Background: an optimization exercise with open tools, aiming at small area. Do not read the settings as production practice. RTL that was checked went through simulation tests only; none was proved equivalent to the original. Only the layout flow was run in run 6; the RTL was not checked for function there. Power is estimated from default activity; no workload was simulated.

==> design/flow/design.v <==
module c3po_packer #(
    parameter int unsigned IN_BYTES_P = 32,
    parameter int unsigned BEATS_P    = 5
) (
    input  logic                            i_clk,
    input  logic                            i_reset,
    input  logic                            i_in_val,
    input  logic                            i_in_sop,
    input  logic                            i_in_eop,
    input  logic [7:0]                      i_in_vbc,
    input  logic [IN_BYTES_P*8-1:0]         i_in_data,
    output logic                            o_in_ready,
    output logic                            o_out_val,
    output logic                            o_out_sop,
    output logic                            o_out_eop,
    output logic [7:0]                      o_out_vbc,
    output logic [IN_BYTES_P*BEATS_P*8-1:0] o_out_data,
    input  logic                            i_out_ready,
    output logic                            o_idle,
    output logic                            o_err
);
    localparam int unsigned InW  = IN_BYTES_P * 8;
    localparam int unsigned OutW = IN_BYTES_P * BEATS_P * 8;
    localparam int unsigned CntW = (BEATS_P > 1) ? $clog2(BEATS_P) : 1;
    localparam int unsigned EffW = $clog2(IN_BYTES_P + 1);
    logic                r_busy;    
    logic                r_wdone;   
    logic [CntW-1:0]     r_cnt;     
    logic                r_first;   
    logic [EffW-1:0]     r_eff;     
    logic                r_out_val, r_err;
    logic [OutW-1:0]     r_data;
    logic                w_take, w_acc, w_vbc_legal, w_vbc_err, w_fin, w_word_sop, w_new;
    logic [7:0]          w_vbc_eff;
    logic [CntW-1:0]     w_slot;
    logic [BEATS_P-1:0]  w_we, w_hold;
    logic [IN_BYTES_P-1:0] w_bmask;
    assign o_in_ready  = !r_out_val || i_out_ready;
    assign w_take      = i_in_val && o_in_ready;
    assign w_vbc_legal = (i_in_vbc != 8'd0) && (i_in_vbc <= 8'(IN_BYTES_P));
    assign w_vbc_eff   = (i_in_eop && w_vbc_legal) ? i_in_vbc : 8'(IN_BYTES_P);
    assign w_vbc_err   = !w_vbc_legal || (!i_in_eop && (i_in_vbc != 8'(IN_BYTES_P)));
    assign w_acc      = w_take && (r_busy || i_in_sop);
    assign w_new      = i_in_sop || r_wdone;
    assign w_slot     = w_new ? '0 : r_cnt + CntW'(1);
    assign w_word_sop = i_in_sop || (!r_wdone && r_first);
    assign w_fin      = i_in_eop || (w_slot == CntW'(BEATS_P - 1));
    always_comb begin
        for (int j = 0; j < IN_BYTES_P; j++) begin
            w_bmask[j] = 8'(j) < w_vbc_eff;
        end
        for (int s = 0; s < BEATS_P; s++) begin
            w_we[s]   = w_acc && (w_slot == CntW'(s));
            w_hold[s] = !(w_acc && (w_slot == CntW'(s) || w_new));
        end
    end
    for (genvar s = 0; s < BEATS_P; s++) begin : g_slot
        c3po_packer_slot #(.IN_BYTES_P(IN_BYTES_P)) u_slot (
            .i_clk   (i_clk),
            .i_wb    (w_bmask & {IN_BYTES_P{w_we[s]}}),
            .i_hold  (w_hold[s]),
            .i_data  (i_in_data),
            .o_q     (r_data[s*InW +: InW])
        );
    end
    always_ff @(posedge i_clk) begin
        if (i_reset) begin
            r_busy    <= 1'b0;
            r_wdone   <= 1'b1;
            r_err     <= 1'b0;
            r_out_val <= 1'b0;
        end else begin
            r_err <= w_take && (w_vbc_err || !(r_busy || i_in_sop) || (i_in_sop && r_busy));
            if (w_acc) begin
                r_busy  <= !i_in_eop;
                r_wdone <= w_fin;
            end
            if (w_acc && w_fin) begin
                r_out_val <= 1'b1;
            end else if (i_out_ready) begin
                r_out_val <= 1'b0;
            end
        end
    end
    always_ff @(posedge i_clk) begin
        if (w_acc) begin
            r_cnt   <= w_slot;
            r_first <= w_word_sop;
            r_eff   <= EffW'(w_vbc_eff);
        end
    end
    assign o_out_val  = r_out_val;
    assign o_out_sop  = r_first;
    assign o_out_eop  = !r_busy;
    assign o_out_vbc  = 8'(IN_BYTES_P * 32'(r_cnt)) + 8'(r_eff);
    assign o_out_data = r_data;
    assign o_err      = r_err;
    assign o_idle     = !r_busy && !r_out_val;
endmodule
module c3po_packer_slot #(
    parameter int unsigned IN_BYTES_P = 32
) (
    input  logic                    i_clk,
    input  logic [IN_BYTES_P-1:0]   i_wb,
    input  logic                    i_hold,
    input  logic [IN_BYTES_P*8-1:0] i_data,
    output logic [IN_BYTES_P*8-1:0] o_q
);
    for (genvar j = 0; j < IN_BYTES_P; j++) begin : g_byte
        always_ff @(posedge i_clk) begin
            o_q[8*j +: 8] <= ({8{i_wb[j]}} & i_data[8*j +: 8]) | ({8{i_hold}} & o_q[8*j +: 8]);
        end
    end
endmodule
==> design/flow/flow/run.sh <==
#!/bin/bash
# Own layout flow: the standard ORFS flow (standard synthesis unchanged),
# with the smallest buffer cell on the ports and a clock tree of clkbuf_4
# sink clusters sized for the flip-flop clock-pin slew limit, without dummy loads.
set -euo pipefail
export BUFFER_PORTS_ARGS="-buffer_cell sky130_fd_sc_hd__buf_1"
export CTS_ARGS="-sink_clustering_enable -repair_clock_nets -buf_list sky130_fd_sc_hd__clkbuf_4 -sink_buffer_max_cap_derate 0.1 -sink_clustering_size 9 -sink_clustering_max_diameter 45 -dont_use_dummy_load"
bash standard.sh > flow_orfs.log 2>&1
==> design/flow/standard.sh <==
#!/bin/bash
# synth_recipe.tcl (not shown) runs the flow's synth.tcl, then flattens the netlist and writes it again
# the make line also repeats each setting of config.mk as NAME=value (left out here)
make -C /OpenROAD-flow-scripts/flow DESIGN_CONFIG=/design/flow/config.mk WORK_HOME=/design/flow/orfs CLKGATE_MAP_FILE= SYNTH_SCRIPT=/design/flow/synth_recipe.tcl "${@:-finish}"
==> design/flow/config.mk <==
export PLATFORM = sky130hd
export DESIGN_NAME = c3po_packer
export DESIGN_NICKNAME = c3po_packer
export VERILOG_FILES = /design/flow/design.v
export SDC_FILE = /design/flow/constraint.sdc
export NUM_CORES = 4
export LEC_CHECK = 0
export CAP_MARGIN = 10
export CORE_AREA = 10 10 490 490
export DIE_AREA = 0 0 500 500
export GPL_ROUTABILITY_DRIVEN = 0
export SLEW_MARGIN = 10
export SYNTH_HIERARCHICAL = 1
==> design/flow/constraint.sdc <==
create_clock -name core_clock -period 5.0 [get_ports {i_clk}]
set_input_delay 1.0000 -clock core_clock [delete_from_list [all_inputs] [get_ports {i_clk}]]
set_output_delay 1.0000 -clock core_clock [all_outputs]
set_load 0.01 [all_outputs]
==> key figures, run 1 <==
Run status
  • Status: no timing/DRC/antenna violations

Worst setup path
  • CP endpoint: g_slot[2].u_slot.o_q[59]
  • Cells on worst reg2reg path: 10
  • Crit start category: flop
  • R2R Path Start: r_cnt[0]
  • CP required: between 5 and 6 ns
  • CP startpoint: r_cnt[0]
  • Worst reg2reg setup slack: 1.18 ns
  • CP Class: reg -> reg
  • Critical-path maximum fanout: ~130
  • Crit. End Element: flop
  • Worst EP arrival: approximately 4.8 ns
  • R2R Path End: g_slot[2].u_slot.o_q[59]

Timing
  • F_max: ~0.26 GHz
  • Worst Clk Skew: approximately 0.19 ns
  • Max-slew violations: 0
  • Setup slack after layout: ~1.2 ns
  • Final min period: approximately 3.8 ns
  • Tightest Pin Transition: 1.364 ns
  • Setup tns final: 0 ns
  • Setup violators final: 0
  • RSZ-0062 raised after global routing: no
  • Final Hold Vio Count: 0
  • Max_slew headroom: 0.08744
  • Final period utilization: 0.7637

Logic synthesis
  • Syn Nets: between 3000 and 4000
  • Main synth FF type: dfxtp_1
  • Post-synth EDFFs: 10
  • Sequential fraction of the synthesis area: 0.6471
  • Yosys cell types: 50
  • Yosys warns: 8
  • FFs w/ async S/R, synth: 0
  • Syn_area_per_cell: roughly 13 µm²
  • Synth Cell Area: approximately 40000 µm²
  • FF+latch count, synth: around 1300
  • Post-synthesis cell count: ~3200

Floorplan
  • Core ar.: between 200000 and 250000 µm²
  • Die area: approximately 250000 µm²
  • Die height: about 500 µm
  • IO Count: between 1500 and 2000
  • Initial Util: 0.1750
  • Die width: 500 µm
  • Core Rows: around 180

Place
  • Pre-CTS setup slack: roughly 0.82 ns
  • I/O Buffers: ~1600
  • DPL Wire Length: ~210 mm

Global routing
  • First-pass GRT wire length: 333.0 mm
  • Total gr overflow: 0
  • Tot GR Track Use: 0.1915
  • Initial antenna violation count: 20
  • Largest net degree at the start of global routing: roughly 180
  • Vias in the first global route: 35492

Clock tree
  • H-tree depth: 4
  • Bufs on Longest Clock Path: 3
  • CTS root buffer: clkbuf_4
  • Postcts setup bufs: 0
  • Clock net sink count: around 1300
  • Clk slew on worst S/H paths: around 0.11 ns
  • Clock Latency Late Sink: between 1 and 1.5 ns
  • CTS tree: done
  • CTS Buf Count: 189

Power
  • PnR Total Power: 18390 µW
  • NetSw: ~5400 µW
  • PD cells: 363.7 nW/µm²
  • Reg power frac: 0.599
  • Switching share of power: 0.2940
  • Worst vdd ir: approximately 230 µV
  • Comb power frac: 0.113
  • Leak Pwr: 0.01909 µW
  • Internal: 12990 µW
  • Clk pwr share: 0.288

Drt
  • Via-to-Cell Ratio: about 4.8
  • Drt first-iter violations: about 4000
  • First-pass iteration count of the detailed router: 5
  • Drt total wl: ~260 mm
  • WL/cell: around 33 µm
  • Routed Antenna Nets: 0
  • Drc violations: 0
  • Vias: between 30000 and 40000

Worst hold path
  • Min-delay worst type: in -> reg
  • WHS Path Cells: 2

Finish
  • NumNets Final: roughly 5000
  • Area Growth Syn to Fin: 25.83%
  • Layout cells sized above 1: 0.06577
  • Multi-input gate area: between 10000 and 15000 µm²
  • Fillers: about 25000
  • Most common cell after layout, fill and taps aside: buf_1
  • Register area: between 20000 and 30000 µm²
  • Most frequent cells in the layout: 1562 x buf_1, 1284 x dfxtp_1, 1280 x a22o_1

Run
  • Maxcap violations: 0
per-layer routing:
metal  vias to the layer above  global-route usage  share of wire
met1                     18661              0.2187           0.37
met5                         -                   0        0.00015
li1                      15066                   -              -
met3                       514             0.06840           0.11
met2                      2712              0.3213           0.47
met4                         8             0.08378          0.051
flip-flops by register name, indices dropped and copies added, names as in the netlist:
signal and count:
g_slot.u_slot.o_q 1280, r_err 1, r_wdone 1, r_first 1, r_busy 1, r_eff 6, r_out_val 1, r_cnt 3
how the worst min path moves through the flow:
stage | from | to
4_1_cts | i_in_data[194] | g_slot[2].u_slot.o_q[194]
2_1_floorplan | g_slot[0].u_slot.o_q[0] | g_slot[0].u_slot.o_q[0]
5_1_grt | i_in_data[198] | g_slot[4].u_slot.o_q[198]
3_3_place_gp | g_slot[2].u_slot.o_q[106] | g_slot[2].u_slot.o_q[106]
3_5_place_dp | g_slot[3].u_slot.o_q[97] | g_slot[3].u_slot.o_q[97]
6_report | i_in_data[94] | g_slot[3].u_slot.o_q[94]
worst max-delay path, stage by stage (launching register included):
cell      delay [ns]
edfxtp_1        0.55
ha_1            0.31
xnor2_1         0.28
and4_1          0.53
nand3_4         0.17
inv_1           0.08
buf_4           0.23
nor2_4          0.08
buf_12          0.18
buf_16          0.24
a22o_1          0.46
stage by stage:
stage | instance area [µm²] | hold WS, ns | instances | util
finish | 50570 | 0.2674 | 7724 | 0.2202
floorplan | 40190 | 0.5106 | 3172 | -
global placement | 49020 | 0.4499 | 7512 | 0.2134
CTS | 50510 | 0.004987 | 7708 | 0.2199
global route | 50560 | 0.06453 | 7718 | 0.2201
detailed placement | 49030 | 0.4507 | 7513 | 0.2135
Yosys cell counts (2+ instances only):
library cell  number  area, µm²
xnor2_1            2      17.52
and4_1             2      17.52
clkbuf_1           7      26.28
nand3_1            4      20.02
nor2_2             6      37.54
o21ai_0            2      10.01
nor3b_1            3      22.52
nand2_1            8      30.03
and2_1             8      50.05
nor2_1           163      611.8
and3_1             3      18.77
nand3_2            3      30.03
nor3_1             5      25.02
dfxtp_1         1284      25700
buf_1            161      604.3
buf_4             76      570.6
buf_2             82      410.4
edfxtp_1          10      300.3
inv_1             14      52.55
o21a_1             2      15.01
ha_1               3      37.54
nand2b_1           4      25.02
a31oi_1            3      18.77
xor2_1             2      17.52
nor2b_1            2      12.51
a22o_1          1280      11210
a21oi_1           10      50.05
area by class of cell:
cell class | instances | area share
Sequential cell | 1294 | 0.5142
Antenna cell | 15 | 0.0007422
Timing Repair Buffer | 1650 | 0.1319
Inverter | 15 | 0.001163
Multi-Input combinational cell | 1535 | 0.2491
Clock buffer | 189 | 0.02806
Tap cell | 3026 | 0.07487
what timing repair did:
action	in CTS	in global routing
hold buffers	6	0
gates resized for setup	0	0
hold endpoints to repair	13	0
kinds of logic after synthesis:
family / share of synthesized area
AND/OR/NAND/NOR: 0.02575
flip-flops: 0.6471
multiplexers: 0.0002802
AO/OA/AOI/OAI: 0.2831
buffers and inverters: 0.04197
XOR/XNOR: 0.0008719
adder cells (fa/ha/maj): 0.0009341
power by group through the flow:
stage,Combinational (µW),Clock [µW],Sequential [µW]
floorplan,661,0,11400
global route,2150,5820,11000
CTS,2080,5480,11000
detailed placement,2070,0,11200
finish,2080,5310,11000
global placement,2050,0,11200
==> run 2, diff against run 1 <==
--- a/design/flow/config.mk
+++ b/design/flow/config.mk
@@ -7,7 +7,6 @@
 export LEC_CHECK = 0
 export CAP_MARGIN = 10
-export CORE_AREA = 10 10 490 490
-export DIE_AREA = 0 0 500 500
-export GPL_ROUTABILITY_DRIVEN = 0
+export CORE_AREA = 5 5 355 355
+export DIE_AREA = 0 0 360 360
 export SLEW_MARGIN = 10
 export SYNTH_HIERARCHICAL = 1
==> run 2 against run 1 <==
Against the previous run: the run now fails in 3_2_place_iop; synthesized cell count stayed put; synthesized area stayed put.
==> key figures, run 2 <==
Run status
  • Status: aborted with a tool error (was no timing/DRC/antenna violations)
  • Stop stage: 3_2_place_iop
  • Tool error: [ERROR PPL-0024] Number of IO pins (1564) exceeds maximum number of available positions (1300). Increase the die perimeter from 1440.00um to 2127.04um.

Logic synthesis
  • Post-synthesis cell count: 3172 (unchanged)
  • Synth top area share: 0.6396 (unchanged)
  • FF+latch count, synth: 1294 (unchanged)
  • Post-synth top cells: 1284 x dfxtp_1, 1280 x a22o_1, 163 x nor2_1, 161 x buf_1, 82 x buf_2 (unchanged)
  • Synth top area cells: dfxtp_1 64%, a22o_1 28%, nor2_1 1.5%, buf_1 1.5%, buf_4 1.4% (unchanged)
  • Area leader, netlist: dfxtp_1 (unchanged)
  • Most frequent cell after synthesis: dfxtp_1 (unchanged)
  • Yosys warns: 8 (unchanged)
  • Main synth FF type: dfxtp_1 (unchanged)
  • Syn Nets: 3445 (unchanged)
  • Sequential fraction of the synthesis area: 0.6471 (unchanged)
  • FFs w/ async S/R, synth: 0 (unchanged)
  • Post-synth EDFFs: 10 (unchanged)
  • Synth Cell Area: 40190 µm² (unchanged)
  • Syn_area_per_cell: 12.67 µm² (unchanged)
  • Yosys cell types: 50 (unchanged)

Floorplan
  • Core Rows: 128 (was 176)
  • Die width: 360 µm (was 500 µm)
  • Die height: 360 µm (was 500 µm)
  • Initial Util: 0.3302 (was 0.1750)
[run 2: logic make-up after synthesis]
family                     count (synthesis)  share of synthesized area
DFF                                     1294                     0.6471
adders and majority gates                  3                  0.0009341
AOI/OAI and AO/OA                       1304                     0.2831
muxes                                      1                  0.0002802
buffers and inverters                    343                    0.04197
and+or+nand+nor                          223                    0.02575
xor gates and xnor gates                   4                  0.0008719
==> run 3, diff against run 2 <==
--- a/design/flow/config.mk
+++ b/design/flow/config.mk
@@ -7,6 +7,6 @@
 export LEC_CHECK = 0
 export CAP_MARGIN = 10
-export CORE_AREA = 5 5 355 355
-export DIE_AREA = 0 0 360 360
+export CORE_AREA = 10 10 450 450
+export DIE_AREA = 0 0 460 460
 export SLEW_MARGIN = 10
 export SYNTH_HIERARCHICAL = 1
==> run 3 against run 2 <==
Against the previous run: now clean on timing, DRC and antenna; synthesized area unchanged; synthesized cell count stayed put.
==> key figures, run 3 <==
Run status
  • Status: no timing/DRC/antenna violations (was aborted with a tool error)

Finish
  • Max reg flops: ~1300
  • Fillers: between 20000 and 25000
  • NumNets Final: just under 5000
  • Fin area: about 50000 µm²
  • Most frequent cells in the layout: 1562 x buf_1, 1284 x dfxtp_1, 1280 x a22o_1
  • Layout cells sized above 1: 0.06267
  • Final Core Density: 0.2594
  • Most common cell after layout, fill and taps aside: buf_1
  • Area Growth Syn to Fin: 24.30%
  • Biggest regs: g_slot.u_slot.o_q x1280, r_eff x6, r_cnt x3
  • Most flops, register: g_slot.u_slot.o_q

Clock tree
  • Postcts setup bufs: 0
  • Clock net sink count: roughly 1300
  • Clock Latency Late Sink: between 1 and 1.5 ns
  • CTS tree: done
  • H-tree depth: 4
  • Bufs on Longest Clock Path: 3
  • CTS root buffer: clkbuf_4
  • CTS Buf Count: ~190
  • Hold Buf Count CTS: 17
  • Clk slew on worst S/H paths: roughly 0.090 ns
  • Cts repair resizes: 0

Logic synthesis
  • Main synth FF type: dfxtp_1 (unchanged)
  • Synth Cell Area: 40190 µm² (unchanged)
  • FFs w/ async S/R, synth: 0 (unchanged)
  • Synth top area share: 0.6396 (unchanged)
  • Post-synth top cells: 1284 x dfxtp_1, 1280 x a22o_1, 163 x nor2_1, 161 x buf_1, 82 x buf_2 (unchanged)
  • Area leader, netlist: dfxtp_1 (unchanged)
  • Yosys warns: 8 (unchanged)
  • Post-synth EDFFs: 10 (unchanged)
  • Syn_area_per_cell: 12.67 µm² (unchanged)
  • Yosys cell types: 50 (unchanged)
  • FF+latch count, synth: 1294 (unchanged)
  • Syn Nets: 3445 (unchanged)
  • Synth top area cells: dfxtp_1 64%, a22o_1 28%, nor2_1 1.5%, buf_1 1.5%, buf_4 1.4% (unchanged)
  • Most frequent cell after synthesis: dfxtp_1 (unchanged)
  • Sequential fraction of the synthesis area: 0.6471 (unchanged)
  • Post-synthesis cell count: 3172 (unchanged)

Run
  • Maxcap violations: 0

Timing
  • Setup violators final: 0
  • Final period utilization: 0.7785
  • Setup slack after layout: between 1 and 1.5 ns
  • F_max: between 0.2 and 0.3 GHz
  • Setup tns final: 0 ns
  • Max-slew violations: 0
  • Tightest Pin Transition: between 1 and 1.5 ns
  • Final Hold Vio Count: 0
  • Max_slew headroom: 0.07858
  • Final min period: around 3.9 ns
  • RSZ-0062 raised after global routing: no
  • Worst Clk Skew: roughly 0.12 ns

Drt
  • Drc violations: 0
  • Drt first-iter violations: 4156
  • WL/cell: 35.19 µm
  • Drt total wl: 254.1 mm
  • Via-to-Cell Ratio: roughly 5
  • Routed Antenna Nets: 0
  • Vias: ~36000
  • First-pass iteration count of the detailed router: 6

Global routing
  • First-pass GRT wire length: between 300 and 400 mm
  • Vias in the first global route: ~35000
  • Tot GR Track Use: 0.2239
  • Total gr overflow: 0
  • Initial antenna violation count: 25
  • Largest net degree at the start of global routing: 148

Place
  • DPL Wire Length: around 200 mm
  • Pre-CTS setup slack: 0.9512 ns
  • Post-DP Area: around 48000 µm²
  • I/O Buffers: 1563
  • Gpl congestion: 0.9605

Floorplan
  • Initial Util: 0.2087 (was 0.3302)
  • Die area: between 200000 and 250000 µm²
  • Core ar.: 192600 µm²
  • Core Rows: 161 (was 128)
  • Die width: 460 µm (was 360 µm)
  • IO Count: ~1600
  • Die height: 460 µm (was 360 µm)

Worst setup path
  • CP required: 6.08 ns
  • Critical-path maximum fanout: 23
  • Worst reg2reg setup slack: 1.11 ns
  • CP Class: reg -> reg
  • R2R Path End: g_slot[0].u_slot.o_q[252]
  • Crit. End Element: flop
  • CP endpoint: g_slot[0].u_slot.o_q[252]
  • Worst EP arrival: slightly below 5 ns
  • Cells on worst reg2reg path: 7
  • Crit start category: flop
  • CP startpoint: r_cnt[0]
  • R2R Path Start: r_cnt[0]

Power
  • PD cells: ~370 nW/µm²
  • Worst vdd ir: roughly 200 µV
  • Leak Pwr: roughly 0.019 µW

Worst hold path
  • Min-delay worst type: in -> reg
run 3: cell counts after synthesis:
Identical to the previous run, type by type.
run 3: worst max-delay path: stages, from the launching register on:
cell and delay (ns):
edfxtp_1 0.53, ha_1 0.45, nand2b_1 0.19, o21ai_0 0.44, nand2_4 0.45, buf_4 0.40, nor2_1 1.06, a22o_1 0.29
run 3: how the worst min path moves through the flow:
stage / from / to / slack (ns) / cells after the start
2_1_floorplan: g_slot[0].u_slot.o_q[0] / g_slot[0].u_slot.o_q[0] / 0.51 / 1
3_3_place_gp: g_slot[0].u_slot.o_q[122] / g_slot[0].u_slot.o_q[122] / 0.45 / 1
3_5_place_dp: g_slot[4].u_slot.o_q[251] / g_slot[4].u_slot.o_q[251] / 0.45 / 1
4_1_cts: i_in_data[148] / g_slot[3].u_slot.o_q[148] / 0.0008 / 2
5_1_grt: i_in_data[70] / g_slot[2].u_slot.o_q[70] / 0.05 / 2
6_report: i_in_data[165] / g_slot[3].u_slot.o_q[165] / 0.24 / 2
run 3: layout make-up:
type                            instances  area (µm²)  share of cell area
Clock buffer                          186        1396             0.02795
Tap cell                             2526        3161             0.06327
Antenna cell                           18       45.04           0.0009016
Sequential cell                      1294       26000              0.5205
Multi-Input combinational cell       1535       12610              0.2524
Inverter                               15       58.81            0.001177
Timing Repair Buffer                 1645        6684              0.1338
run 3: per-stage QoR:
stage	cells	hold slack [ns]	power, µW
2_1_floorplan	3172	0.5106	12030
3_3_place_gp	6997	0.4502	13180
3_5_place_dp	6998	0.4507	13210
4_1_cts	7201	0.0008268	18410
5_1_grt	7210	0.05299	18910
6_report	7219	0.2429	18250
run 3: metal layers:
metal  track usage  up-vias  part of all wire
met1        0.2548    18203              0.36
met4        0.1060        2             0.051
met2        0.3648     2713              0.47
met3       0.09083      439              0.12
met5             0        -          0.000051
li1              -    15068                 -
run 3: cells by family (layout without fill, tap and decap cells):
kind of cell,after synthesis,count (layout),synth area share
other,0,18,0
xor gates and xnor gates,4,4,0.0008719
buffers and inverters,343,1846,0.04197
DFF,1294,1294,0.6471
AOI/OAI and AO/OA,1304,1304,0.2831
muxes,1,1,0.0002802
and+or+nand+nor,223,223,0.02575
adders and majority gates,3,3,0.0009341
run 3: power by group:
group	switching (µW)	internal, µW
logic	1460	542
clock network	3570	1690
registers	260	10700
==> run 4, diff against run 3 <==
--- a/design/flow/config.mk
+++ b/design/flow/config.mk
@@ -7,6 +7,7 @@
 export LEC_CHECK = 0
 export CAP_MARGIN = 10
-export CORE_AREA = 10 10 450 450
-export DIE_AREA = 0 0 460 460
+export CORE_AREA = 10 10 490 490
+export DIE_AREA = 0 0 500 500
+export PLACE_DENSITY = 0.7
 export SLEW_MARGIN = 10
 export SYNTH_HIERARCHICAL = 1
==> run 4 against run 3 <==
Against the previous run: sequential power is essentially flat; global-route usage down 3.0 points; die area is 18% higher; critical endpoint is now g_slot[3].u_slot.o_q[210].
==> key figures, run 4 <==
Timing
  • Tightest Pin Transition: 1.341 ns (was 1.377 ns)
  • Final min period: 3.817 ns (was 3.892 ns)
  • Final Hold Vio Count: 0 (unchanged)
  • Max-slew violations: 0 (unchanged)
  • Max_slew headroom: 0.1024 (was 0.07858)
  • Worst Clk Skew: 0.1760 ns (was 0.1240 ns)
  • Setup violators final: 0 (unchanged)
  • RSZ-0062 raised after global routing: no (unchanged)
  • Hold slack: 0.2861 ns (was 0.2429 ns)
  • Final period utilization: 0.7634 (was 0.7785)
  • Setup tns final: 0 ns (unchanged)
  • F_max: 0.2620 GHz (was 0.2569 GHz)

Floorplan
  • Core Rows: 176 (was 161)
  • Core ar.: 229700 µm² (was 192600 µm²)
  • IO Count: 1564 (unchanged)
  • Die area: 250000 µm² (was 211600 µm²)
  • Initial Util: 0.1750 (was 0.2087)
  • Die height: 500 µm (was 460 µm)
  • Die width: 500 µm (was 460 µm)

Finish
  • Fillers: 24965 (was 20545)
  • Most common cell after layout, fill and taps aside: buf_1 (unchanged)
  • Max reg flops: 1280 (unchanged)
  • Layout cells sized above 1: 0.06806 (was 0.06267)
  • Biggest regs: g_slot.u_slot.o_q x1280, r_eff x6, r_cnt x3 (unchanged)
  • Area Growth Syn to Fin: 26.04% (was 24.30%)
  • Most frequent cells in the layout: 1562 x buf_1, 1284 x dfxtp_1, 1280 x a22o_1 (unchanged)
  • Most flops, register: g_slot.u_slot.o_q (unchanged)
  • Register area: 26000 µm² (unchanged)
  • Non-filler cells, final: 7734 (was 7219)
  • Multi-input gate area: 12610 µm² (about the same)
  • NumNets Final: 4962 (was 4950)

Worst setup path
  • Crit. End Element: flop (unchanged)
  • Critical-path maximum fanout: 10 (was 23)
  • CP Class: reg -> reg (unchanged)
  • Worst reg2reg setup slack: 1.18 ns (was 1.11 ns)
  • CP required: 6.05 ns (was 6.08 ns)
  • R2R Path End: g_slot[3].u_slot.o_q[210] (was g_slot[0].u_slot.o_q[252])
  • R2R Path Start: r_cnt[0] (unchanged)
  • Worst EP arrival: 4.87 ns (was 4.97 ns)
  • Cells on worst reg2reg path: 7 (unchanged)
  • Crit start category: flop (unchanged)

Logic synthesis
  • Syn_area_per_cell: 12.67 µm² (unchanged)
  • Most frequent cell after synthesis: dfxtp_1 (unchanged)
  • Post-synth top cells: 1284 x dfxtp_1, 1280 x a22o_1, 163 x nor2_1, 161 x buf_1, 82 x buf_2 (unchanged)
  • Post-synth EDFFs: 10 (unchanged)
  • Yosys warns: 8 (unchanged)
  • Main synth FF type: dfxtp_1 (unchanged)
  • Sequential fraction of the synthesis area: 0.6471 (unchanged)
  • Synth top area share: 0.6396 (unchanged)
  • FF+latch count, synth: 1294 (unchanged)
  • Yosys cell types: 50 (unchanged)
  • Synth top area cells: dfxtp_1 64%, a22o_1 28%, nor2_1 1.5%, buf_1 1.5%, buf_4 1.4% (unchanged)
  • Synth Cell Area: 40190 µm² (unchanged)
  • Syn Nets: 3445 (unchanged)
  • FFs w/ async S/R, synth: 0 (unchanged)
  • Post-synthesis cell count: 3172 (unchanged)
  • Area leader, netlist: dfxtp_1 (unchanged)

Run
  • Maxcap violations: 0 (unchanged)

Global routing
  • Tot GR Track Use: 0.1942 (was 0.2239)
  • Vias in the first global route: 36675 (was 34799)
  • First-pass GRT wire length: 337.4 mm (was 326.7 mm)
  • Largest net degree at the start of global routing: 93 (was 148)
  • Initial antenna violation count: 34 (was 25)
  • Total gr overflow: 0 (unchanged)

Drt
  • Drt first-iter violations: 4478 (was 4156)
  • Routed Antenna Nets: 0 (unchanged)
  • First-pass iteration count of the detailed router: 5 (was 6)
  • Vias: 37255 (was 36425)
  • Drc violations: 0 (unchanged)
  • Drt total wl: 260.6 mm (was 254.1 mm)
  • WL/cell: 33.70 µm (was 35.19 µm)
  • Via-to-Cell Ratio: 4.817 (was 5.046)

Clock tree
  • CTS Buf Count: 189 (was 186)
  • H-tree depth: 4 (unchanged)
  • CTS root buffer: clkbuf_4 (unchanged)
  • Clock net sink count: 1294 (unchanged)
  • CTS tree: done (unchanged)
  • Clock Latency Late Sink: 1.23 ns (was 1.16 ns)
  • Bufs on Longest Clock Path: 3 (unchanged)
  • Clk slew on worst S/H paths: 0.10 ns (was 0.09 ns)

Power
  • PnR Total Power: 18380 µW (was 18250 µW)
  • Leak Pwr: 0.01911 µW (was 0.01904 µW)
  • PD cells: 362.8 nW/µm² (was 365.4 nW/µm²)
  • Worst vdd ir: 219.3 µV (was 205.9 µV)

Worst hold path
  • Hold path startpoint: i_in_data[21] (was i_in_data[165])
  • Hold path endpoint: g_slot[2].u_slot.o_q[21] (was g_slot[3].u_slot.o_q[165])
  • WHS Path Cells: 2 (unchanged)
  • Min-delay worst type: in -> reg (unchanged)

Place
  • I/O Buffers: 1563 (unchanged)
  • Placed cells: 7523 (was 6998)
  • Gpl congestion: 0.9809 (was 0.9605)
  • DPL Wire Length: 212.0 mm (was 203.1 mm)

Run status
  • Status: no timing/DRC/antenna violations (unchanged)
==> run 4: timing repair <==
item	4_1_cts	5_1_grt
buffers inserted	0	0
gates resized for setup	0	0
hold buffers	1	0
endpoints found under the hold margin	4	0
==> run 4: worst max path at each step <==
stage                start                        end  slack, ns
6_report          r_cnt[0]  g_slot[3].u_slot.o_q[210]       1.18
5_1_grt           r_cnt[0]               o_out_vbc[7]       0.90
4_1_cts           r_cnt[0]               o_out_vbc[7]       0.95
3_5_place_dp      i_in_eop  g_slot[1].u_slot.o_q[118]       0.25
3_3_place_gp      i_in_eop  g_slot[1].u_slot.o_q[118]       0.34
2_1_floorplan  i_out_ready  g_slot[0].u_slot.o_q[100]       2.08
==> run 4: final cells by class <==
| cell class | instances | area share |
|---|---|---|
| Antenna cell | 21 | 0.001037 |
| Sequential cell | 1294 | 0.5134 |
| Inverter | 15 | 0.001161 |
| Multi-Input combinational cell | 1535 | 0.2489 |
| Timing Repair Buffer | 1654 | 0.1328 |
| Clock buffer | 189 | 0.02801 |
| Tap cell | 3026 | 0.07474 |
==> run 4: power by group <==
part           total, µW  internal, µW  switching [µW]  leakage (µW)
clock               5300          1710            3580      0.000870
combinational       2080           553            1520       0.00772
sequential         11000         10700             270        0.0105
==> run 4: critical path, cell delays in order, from the launching register on <==
cell	delay [ns]
edfxtp_1	0.54
ha_1	0.31
xnor2_1	0.26
and4_1	0.50
nand3_2	0.60
buf_4	0.38
nor2_1	0.84
a22o_1	0.27
==> run 4: metrics by stage <==
step	cell area, µm²	setup WS [ns]	utilization
after floorplan	40190	2.080	-
after global placement	49170	0.3402	0.2141
after detailed placement	49170	0.2534	0.2141
after CTS	50600	0.9462	0.2203
after global routing	50630	0.8961	0.2204
final	50660	1.183	0.2206
==> run 4: cells by family (layout without fill, tap and decap cells) <==
family,count (synthesis),count (layout),share of synthesized area
simple gates,223,223,0.02575
xor+xnor,4,4,0.0008719
flops,1294,1294,0.6471
other cells,0,21,0
fa+ha+maj,3,3,0.0009341
mux,1,1,0.0002802
compound gates,1304,1304,0.2831
buf+inv,343,1858,0.04197
==> run 4: layer usage <==
metal  track usage  share of wire  vias to the layer above
li1              -              -                    15074
met1        0.2179           0.36                    18515
met2        0.3213           0.47                     3043
met3       0.07605           0.12                      615
met4       0.09423          0.055                        8
met5      0.001142        0.00028                        -
==> run 5, diff against run 4 <==
--- a/design/flow/config.mk
+++ b/design/flow/config.mk
@@ -9,5 +9,4 @@
 export CORE_AREA = 10 10 490 490
 export DIE_AREA = 0 0 500 500
-export PLACE_DENSITY = 0.7
 export SLEW_MARGIN = 10
 export SYNTH_HIERARCHICAL = 1
==> run 5 against run 4 <==
Against the previous run: utilization hardly changed; global-route usage is 0.13 points lower; flip-flop and latch count stayed put; routed wire length is 0.80% lower; combinational power hardly changed; hold slack worse by 0.0036 ns; total power is 0.23% lower; die area stayed put; register-to-register slack worse by 0.10 ns.
==> key figures, run 5 <==
Timing
  • Hold slack: 0.2826 ns (was 0.2861 ns)
  • Setup slack after layout: 1.079 ns (was 1.183 ns)
  • Final Hold Vio Count: 0 (unchanged)
  • Max_slew headroom: 0.05361 (was 0.1024)
  • RSZ-0062 raised after global routing: no (unchanged)
  • Final period utilization: 0.7843 (was 0.7634)
  • Worst Clk Skew: 0.1677 ns (was 0.1760 ns)
  • Final min period: 3.921 ns (was 3.817 ns)
  • Tightest Pin Transition: 1.413 ns (was 1.341 ns)
  • F_max: 0.2550 GHz (was 0.2620 GHz)
  • Setup tns final: 0 ns (unchanged)
  • Max-slew violations: 0 (unchanged)
  • Setup violators final: 0 (unchanged)

Run status
  • Status: no timing/DRC/antenna violations (unchanged)

Drt
  • Drt first-iter violations: 4204 (was 4478)
  • Drc violations: 0 (unchanged)
  • Routed Antenna Nets: 0 (unchanged)
  • Drt total wl: 258.5 mm (was 260.6 mm)
  • WL/cell: 33.50 µm (was 33.70 µm)
  • Via-to-Cell Ratio: 4.794 (was 4.817)
  • First-pass iteration count of the detailed router: 5 (unchanged)
  • Vias: 36997 (was 37255)

Floorplan
  • Core ar.: 229700 µm² (unchanged)
  • Die area: 250000 µm² (unchanged)
  • IO Count: 1564 (unchanged)
  • Initial Util: 0.1750 (unchanged)
  • Die width: 500 µm (unchanged)
  • Die height: 500 µm (unchanged)
  • Core Rows: 176 (unchanged)

Logic synthesis
  • FF+latch count, synth: 1294 (unchanged)
  • Main synth FF type: dfxtp_1 (unchanged)
  • Post-synthesis cell count: 3172 (unchanged)
  • Most frequent cell after synthesis: dfxtp_1 (unchanged)
  • Yosys cell types: 50 (unchanged)
  • FFs w/ async S/R, synth: 0 (unchanged)
  • Syn_area_per_cell: 12.67 µm² (unchanged)
  • Synth Cell Area: 40190 µm² (unchanged)
  • Post-synth EDFFs: 10 (unchanged)
  • Sequential fraction of the synthesis area: 0.6471 (unchanged)
  • Area leader, netlist: dfxtp_1 (unchanged)
  • Synth top area cells: dfxtp_1 64%, a22o_1 28%, nor2_1 1.5%, buf_1 1.5%, buf_4 1.4% (unchanged)
  • Post-synth top cells: 1284 x dfxtp_1, 1280 x a22o_1, 163 x nor2_1, 161 x buf_1, 82 x buf_2 (unchanged)
  • Synth top area share: 0.6396 (unchanged)
  • Syn Nets: 3445 (unchanged)
  • Yosys warns: 8 (unchanged)

Finish
  • Most common cell after layout, fill and taps aside: buf_1 (unchanged)
  • Max reg flops: 1280 (unchanged)
  • Area Growth Syn to Fin: 25.85% (was 26.04%)
  • Multi-input gate area: 12600 µm² (was 12610 µm²)
  • Biggest regs: g_slot.u_slot.o_q x1280, r_eff x6, r_cnt x3 (unchanged)
  • Register area: 26000 µm² (unchanged)
  • Most frequent cells in the layout: 1562 x buf_1, 1284 x dfxtp_1, 1280 x a22o_1 (unchanged)
  • NumNets Final: 4953 (was 4962)
  • Most flops, register: g_slot.u_slot.o_q (unchanged)
  • Non-filler cells, final: 7718 (was 7734)
  • Layout cells sized above 1: 0.06520 (was 0.06806)
  • Fillers: 25044 (was 24965)

Global routing
  • Initial antenna violation count: 22 (was 34)
  • Tot GR Track Use: 0.1929 (was 0.1942)
  • Total gr overflow: 0 (unchanged)
  • First-pass GRT wire length: 335.4 mm (was 337.4 mm)
  • Vias in the first global route: 35591 (was 36675)
  • Largest net degree at the start of global routing: 177 (was 93)

Worst setup path
  • Slowest-stage cell, CP: edfxtp_1 (was nor2_1)
  • CP Class: reg -> reg (unchanged)
  • CP required: 5.95 ns (was 6.05 ns)
  • Cells on worst reg2reg path: 9 (was 7)
  • Crit start category: flop (unchanged)
  • Crit. End Element: flop (unchanged)
  • CP max stage delay: 0.57 ns (was 0.84 ns)
  • Critical path cell sequence: ha_1 > xnor2_1 > and4_1 > nand3_4 > inv_1 > nor2_4 > buf_12 > buf_16 > a22o_1 (was ha_1 > xnor2_1 > and4_1 > nand3_2 > buf_4 > nor2_1 > a22o_1)
  • Critical-path maximum fanout: 131 (was 10)
  • Worst EP arrival: 4.87 ns (about the same)

Clock tree
  • Clock Latency Late Sink: 1.25 ns (was 1.23 ns)
  • CTS tree: done (unchanged)
  • Clock net sink count: 1294 (unchanged)
  • Bufs on Longest Clock Path: 3 (unchanged)
  • Postcts setup bufs: 0 (unchanged)
  • Clk slew on worst S/H paths: 0.11 ns (was 0.10 ns)
  • Cts repair resizes: 0 (unchanged)
  • CTS root buffer: clkbuf_4 (unchanged)
  • CTS Buf Count: 182 (was 189)
  • H-tree depth: 4 (unchanged)

Power
  • Leak Pwr: 0.01908 µW (was 0.01911 µW)
  • Worst vdd ir: 200.4 µV (was 219.3 µV)
  • PD cells: 362.5 nW/µm² (was 362.8 nW/µm²)

Worst hold path
  • WHS Path Cells: 2 (unchanged)
  • Min-delay worst type: in -> reg (unchanged)

Place
  • Placed cells: 7514 (was 7523)
  • DPL Wire Length: 205.7 mm (was 212.0 mm)
  • I/O Buffers: 1563 (unchanged)
  • Pre-CTS setup slack: 0.8097 ns (was 0.2534 ns)
  • Gpl congestion: 0.9707 (was 0.9809)

Run
  • Maxcap violations: 0 (unchanged)
[run 5: cell counts after synthesis]
No cell type changed its count.
[run 5: final timing paths]
path / to / startpoint / slack (ns)
worst min-delay path: g_slot[3].u_slot.o_q[81] / i_in_data[81] / 0.28
worst min register to register: g_slot[2].u_slot.o_q[119] / g_slot[2].u_slot.o_q[119] / 0.46
worst max-delay path: g_slot[2].u_slot.o_q[58] / r_cnt[0] / 1.08
worst max register to register: g_slot[2].u_slot.o_q[58] / r_cnt[0] / 1.08
[run 5: layout make-up]
| type | count | area share |
|---|---|---|
| sequential | 1294 | 0.5141 |
| clock buffer | 182 | 0.02701 |
| tap | 3026 | 0.07486 |
| multi-input combinational | 1535 | 0.2492 |
| timing repair buffer | 1652 | 0.1329 |
| antenna | 14 | 0.0006927 |
| inverter | 15 | 0.001163 |
[run 5: kinds of logic (layout without fill, tap and decap cells)]
logic type,after synthesis,after routing,synth area share
flip-flops,1294,1294,0.6471
multiplexers,1,1,0.0002802
AND/OR/NAND/NOR,223,223,0.02575
AO/OA/AOI/OAI,1304,1304,0.2831
buffers and inverters,343,1849,0.04197
adder cells (fa/ha/maj),3,3,0.0009341
XOR/XNOR,4,4,0.0008719
other,0,14,0
[run 5: metal layers]
| layer | track usage | routed length [µm] |
|---|---|---|
| met1 | 0.2224 | 94850 |
| met2 | 0.3210 | 121700 |
| met3 | 0.06837 | 28570 |
| met4 | 0.08596 | 13330 |
| met5 | 0 | 105 |
[run 5: metrics by stage]
step | power (µW) | instance area, µm² | utilization
after global routing | 18960 | 50570 | 0.2202
final | 18330 | 50580 | 0.2202
after detailed placement | 13300 | 49080 | 0.2137
after floorplan | 12030 | 40190 | -
after CTS | 18500 | 50520 | 0.2199
after global placement | 13270 | 49070 | 0.2137
[run 5: critical path, delay by kind of cell (launching register included)]
| family | cells | cell delay (ns) |
|---|---|---|
| buf+inv | 3 | 0.92 |
| simple gates | 3 | 0.83 |
| flops | 1 | 0.57 |
| compound gates | 1 | 0.43 |
| fa+ha+maj | 1 | 0.32 |
| xor+xnor | 1 | 0.27 |
[run 5: where the power goes]
part / total (µW) / internal, µW / switching, µW
Sequential: 11000 / 10700 / 273
Clock: 5240 / 1650 / 3590
Combinational: 2080 / 539 / 1540
[run 5: repair_timing]
action / in CTS / in global routing
hold buffers: 7 / 0
endpoints found under the hold margin: 11 / 0
setup endpoints to repair: 0 / 0
==> run 6, diff against run 5 <==
--- a/design/flow/design.v
+++ b/design/flow/design.v
@@ -23,10 +23,11 @@
     localparam int unsigned OutW = IN_BYTES_P * BEATS_P * 8;
     localparam int unsigned CntW = (BEATS_P > 1) ? $clog2(BEATS_P) : 1;
-    localparam int unsigned EffW = $clog2(IN_BYTES_P + 1);
+    localparam int unsigned LoW  = $clog2(IN_BYTES_P);
+    localparam int unsigned HiW  = $clog2(BEATS_P + 1);
     logic                r_busy;    
     logic                r_wdone;   
-    logic [CntW-1:0]     r_cnt;     
+    logic [HiW-1:0]      r_hi;
+    logic [LoW-1:0]      r_lo;
     logic                r_first;   
-    logic [EffW-1:0]     r_eff;     
     logic                r_out_val, r_err;
     logic [OutW-1:0]     r_data;
@@ -43,5 +44,5 @@
     assign w_acc      = w_take && (r_busy || i_in_sop);
     assign w_new      = i_in_sop || r_wdone;
-    assign w_slot     = w_new ? '0 : r_cnt + CntW'(1);
+    assign w_slot     = w_new ? '0 : CntW'(r_hi);
     assign w_word_sop = i_in_sop || (!r_wdone && r_first);
     assign w_fin      = i_in_eop || (w_slot == CntW'(BEATS_P - 1));
@@ -85,7 +86,7 @@
     always_ff @(posedge i_clk) begin
         if (w_acc) begin
-            r_cnt   <= w_slot;
+            r_hi    <= HiW'(w_slot) + HiW'(w_vbc_eff == 8'(IN_BYTES_P));
+            r_lo    <= LoW'(w_vbc_eff);
             r_first <= w_word_sop;
-            r_eff   <= EffW'(w_vbc_eff);
         end
     end
@@ -93,5 +94,5 @@
     assign o_out_sop  = r_first;
     assign o_out_eop  = !r_busy;
-    assign o_out_vbc  = 8'(IN_BYTES_P * 32'(r_cnt)) + 8'(r_eff);
+    assign o_out_vbc  = 8'(IN_BYTES_P * 32'(r_hi)) + 8'(r_lo);
     assign o_out_data = r_data;
     assign o_err      = r_err;
==> run 6 against run 5 <==
Against the previous run: still clean; non-clock buffer count increased by 5; clock-buffer cell count increased by 6; hold slack improved by 0.0070 ns; maximum frequency increased by 4.9%; first-iteration DRC count decreased by 6.9%; total power increased by 0.50%; clock power increased by 2%; worst setup slack improved by 0.18 ns; synthesized area about the same; die area unchanged.
==> key figures, run 6 <==
Timing
  • Final Hold Vio Count: 0 (unchanged)
  • RSZ-0062 raised after global routing: no (unchanged)
  • Max_slew headroom: 0.08137 (was 0.05361)
  • Hold slack: 0.2895 ns (was 0.2826 ns)
  • Final period utilization: 0.7477 (was 0.7843)
  • Tightest Pin Transition: 1.373 ns (was 1.413 ns)
  • Worst Clk Skew: 0.1592 ns (was 0.1677 ns)
  • Final min period: 3.739 ns (was 3.921 ns)
  • F_max: 0.2675 GHz (was 0.2550 GHz)
  • Setup tns final: 0 ns (unchanged)
  • Max-slew violations: 0 (unchanged)
  • Setup violators final: 0 (unchanged)

Logic synthesis
  • Post-synth EDFFs: 9 (was 10)
  • Yosys cell types: 53 (was 50)
  • Synth top area share: 0.6395 (was 0.6396)
  • Yosys warns: 8 (unchanged)
  • Post-synthesis cell count: 3171 (was 3172)
  • Most frequent cell after synthesis: dfxtp_1 (unchanged)
  • Syn_area_per_cell: 12.68 µm² (was 12.67 µm²)
  • Post-synth top cells: 1284 x dfxtp_1, 1280 x a22o_1, 163 x buf_1, 153 x nor2_1, 77 x buf_2 (was 1284 x dfxtp_1, 1280 x a22o_1, 163 x nor2_1, 161 x buf_1, 82 x buf_2)
  • Synth Cell Area: 40200 µm² (was 40190 µm²)
  • FFs w/ async S/R, synth: 0 (unchanged)
  • Syn Nets: 3443 (was 3445)
  • Main synth FF type: dfxtp_1 (unchanged)
  • Area leader, netlist: dfxtp_1 (unchanged)
  • Synth top area cells: dfxtp_1 64%, a22o_1 28%, buf_1 1.5%, nor2_1 1.4%, buf_4 1.3% (was dfxtp_1 64%, a22o_1 28%, nor2_1 1.5%, buf_1 1.5%, buf_4 1.4%)
  • FF+latch count, synth: 1293 (was 1294)
  • Sequential fraction of the synthesis area: 0.6462 (was 0.6471)

Finish
  • Layout cells sized above 1: 0.06810 (was 0.06520)
  • Max reg flops: 1280 (unchanged)
  • Most common cell after layout, fill and taps aside: buf_1 (unchanged)
  • NumNets Final: 4958 (was 4953)
  • Fillers: 24956 (was 25044)
  • Biggest regs: g_slot.u_slot.o_q x1280, r_lo x5, r_hi x3 (was g_slot.u_slot.o_q x1280, r_eff x6, r_cnt x3)
  • Most frequent cells in the layout: 1557 x buf_1, 1284 x dfxtp_1, 1280 x a22o_1 (was 1562 x buf_1, 1284 x dfxtp_1, 1280 x a22o_1)
  • Most flops, register: g_slot.u_slot.o_q (unchanged)
  • Area Growth Syn to Fin: 26.10% (was 25.85%)
  • Final Core Density: 0.2207 (was 0.2202)

Power
  • Worst vdd ir: 192.4 µV (was 200.4 µV)
  • PD cells: 363.5 nW/µm² (was 362.5 nW/µm²)
  • Leak Pwr: 0.01906 µW (was 0.01908 µW)

Run status
  • Status: no timing/DRC/antenna violations (unchanged)

Floorplan
  • Die area: 250000 µm² (unchanged)
  • Core Rows: 176 (unchanged)
  • Core ar.: 229700 µm² (unchanged)
  • Initial Util: 0.1750 (about the same)
  • Die height: 500 µm (unchanged)
  • Die width: 500 µm (unchanged)
  • IO Count: 1564 (unchanged)

Worst setup path
  • Crit start category: input pin (was flop)
  • CP Class: in -> reg (was reg -> reg)
  • CP required: 6.03 ns (was 5.95 ns)
  • Worst EP arrival: 4.77 ns (was 4.87 ns)
  • Critical-path maximum fanout: 72 (was 131)
  • Crit. End Element: flop (unchanged)

Global routing
  • Tot GR Track Use: 0.1901 (was 0.1929)
  • Total gr overflow: 0 (unchanged)
  • Initial antenna violation count: 19 (was 22)
  • Largest net degree at the start of global routing: 153 (was 177)
  • First-pass GRT wire length: 331.6 mm (was 335.4 mm)
  • Vias in the first global route: 35957 (was 35591)

Clock tree
  • H-tree depth: 4 (unchanged)
  • CTS root buffer: clkbuf_4 (unchanged)
  • Clk slew on worst S/H paths: 0.10 ns (was 0.11 ns)
  • Clock Latency Late Sink: 1.21 ns (was 1.25 ns)
  • Cts repair resizes: 0 (unchanged)
  • CTS tree: done (unchanged)
  • Clock net sink count: 1293 (was 1294)
  • CTS Buf Count: 188 (was 182)
  • Bufs on Longest Clock Path: 3 (unchanged)

Drt
  • Drt total wl: 254.9 mm (was 258.5 mm)
  • First-pass iteration count of the detailed router: 8 (was 5)
  • Via-to-Cell Ratio: 4.728 (was 4.794)
  • Drt first-iter violations: 3912 (was 4204)
  • Routed Antenna Nets: 0 (unchanged)
  • Drc violations: 0 (unchanged)
  • WL/cell: 32.96 µm (was 33.50 µm)
  • Vias: 36564 (was 36997)

Place
  • Gpl congestion: 0.9461 (was 0.9707)
  • I/O Buffers: 1563 (unchanged)
  • DPL Wire Length: 205.6 mm (was 205.7 mm)

Worst hold path
  • Min-delay worst type: in -> reg (unchanged)

Run
  • Maxcap violations: 0 (unchanged)
==> run 6: final cells by class <==
| class | instances | area (µm²) | share of cell area |
|---|---|---|---|
| Sequential cell | 1293 | 25970 | 0.5125 |
| Tap cell | 3026 | 3786 | 0.07470 |
| Timing Repair Buffer | 1657 | 6745 | 0.1331 |
| Multi-Input combinational cell | 1534 | 12670 | 0.2499 |
| Antenna cell | 23 | 57.56 | 0.001135 |
| Clock buffer | 188 | 1411 | 0.02784 |
| Inverter | 12 | 45.04 | 0.0008886 |
==> run 6: critical path, cell delays in order <==
cell and delay (ns):
dlygate4sd3_1 0.55, buf_1 0.16, or2_2 0.36, nand3_4 0.14, or4_4 0.28, inv_1 0.30
nor2_4 0.78, buf_4 0.78, a22o_1 0.25
==> run 6: repair_timing <==
| action | 4_1_cts | 5_1_grt |
|---|---|---|
| setup buffers | 0 | 0 |
| endpoints found under the hold margin | 20 | 0 |
| hold buffers | 11 | 0 |
==> run 6: report_power, final <==
part           total [µW]  switching, µW  leakage, µW  internal, µW
combinational        2090           1530      0.00767           560
sequential          11000            276       0.0105         10700
clock                5320           3620     0.000865          1700
total               18400           5420       0.0191         13000
==> run 6: final timing paths <==
kind	slack, ns	startpoint	to	depth (start not counted)
hold / removal	0.29	i_in_data[248]	g_slot[3].u_slot.o_q[248]	2
hold reg to reg	0.46	g_slot[1].u_slot.o_q[69]	g_slot[1].u_slot.o_q[69]	1
setup / recovery	1.26	i_in_sop	g_slot[2].u_slot.o_q[125]	9
setup reg to reg	1.42	r_busy	g_slot[2].u_slot.o_q[125]	7
==> run 6: through the flow <==
step	instances	instance area [µm²]	total power (µW)	worst slack, ns
2_1_floorplan	3171	40200	12060	2.151
3_3_place_gp	7510	49100	13290	0.7463
3_5_place_dp	7511	49100	13320	0.7679
4_1_cts	7710	50620	18600	1.481
5_1_grt	7721	50660	19090	1.370
6_report	7733	50690	18430	1.261
==> run 6: cells by family after synthesis <==
logic type,Yosys count,synth area share
adder cells (fa/ha/maj),2,0.0006224
XOR/XNOR,3,0.0006538
flip-flops,1293,0.6462
AO/OA/AOI/OAI,1307,0.2846
AND/OR/NAND/NOR,220,0.02583
multiplexers,2,0.0005291
buffers and inverters,344,0.04155
==> run 6: routing by layer <==
metal	global-route usage	vias up	part of all wire
li1	-	15107	-
met1	0.2144	18406	0.37
met2	0.3122	2565	0.46
met3	0.07876	476	0.12
met4	0.08661	10	0.051
met5	0.006280	-	0.0011

-- what the ideal ports hide --
Ports are ideal in the flow. The routed layouts listed here were re-timed in OpenROAD.
Step 1 (the two cells are an assumption about what drives the block):
set clk [get_ports {i_clk}]
set_driving_cell -lib_cell sky130_fd_sc_hd__clkbuf_16 $clk
set_driving_cell -lib_cell sky130_fd_sc_hd__buf_2 [delete_from_list [all_inputs] $clk]
Step 2 adds t to the input delays and takes it off the output delays; t is the mean of the earliest and latest rising clock arrival at the registers after step 1. Input paths then give back, and output paths get back, about the clock's delay inside the block.
Three values: no drivers, after step 1, after step 2; two values: the first two.
run	t, ns	setup slack, ns	slew at the worst register clock pin (ns)
run 1	1.239	1.181 / 1.152 / 0.404	0.11 / 0.11
run 3	1.219	1.108 / 1.108 / 0.387	0.11 / 0.11
run 4	1.194	1.183 / 1.183 / 0.088	0.11 / 0.11
run 5	1.231	1.079 / 1.079 / -0.023	0.11 / 0.11
run 6	1.212	1.261 / 1.301 / 0.089	0.12 / 0.12
With both steps, setup timing fails in run 5, where it was met with ideal ports. The setup slack of run 6, which loses most, moves by +0.040 ns with the drivers and by -1.172 ns with both steps.
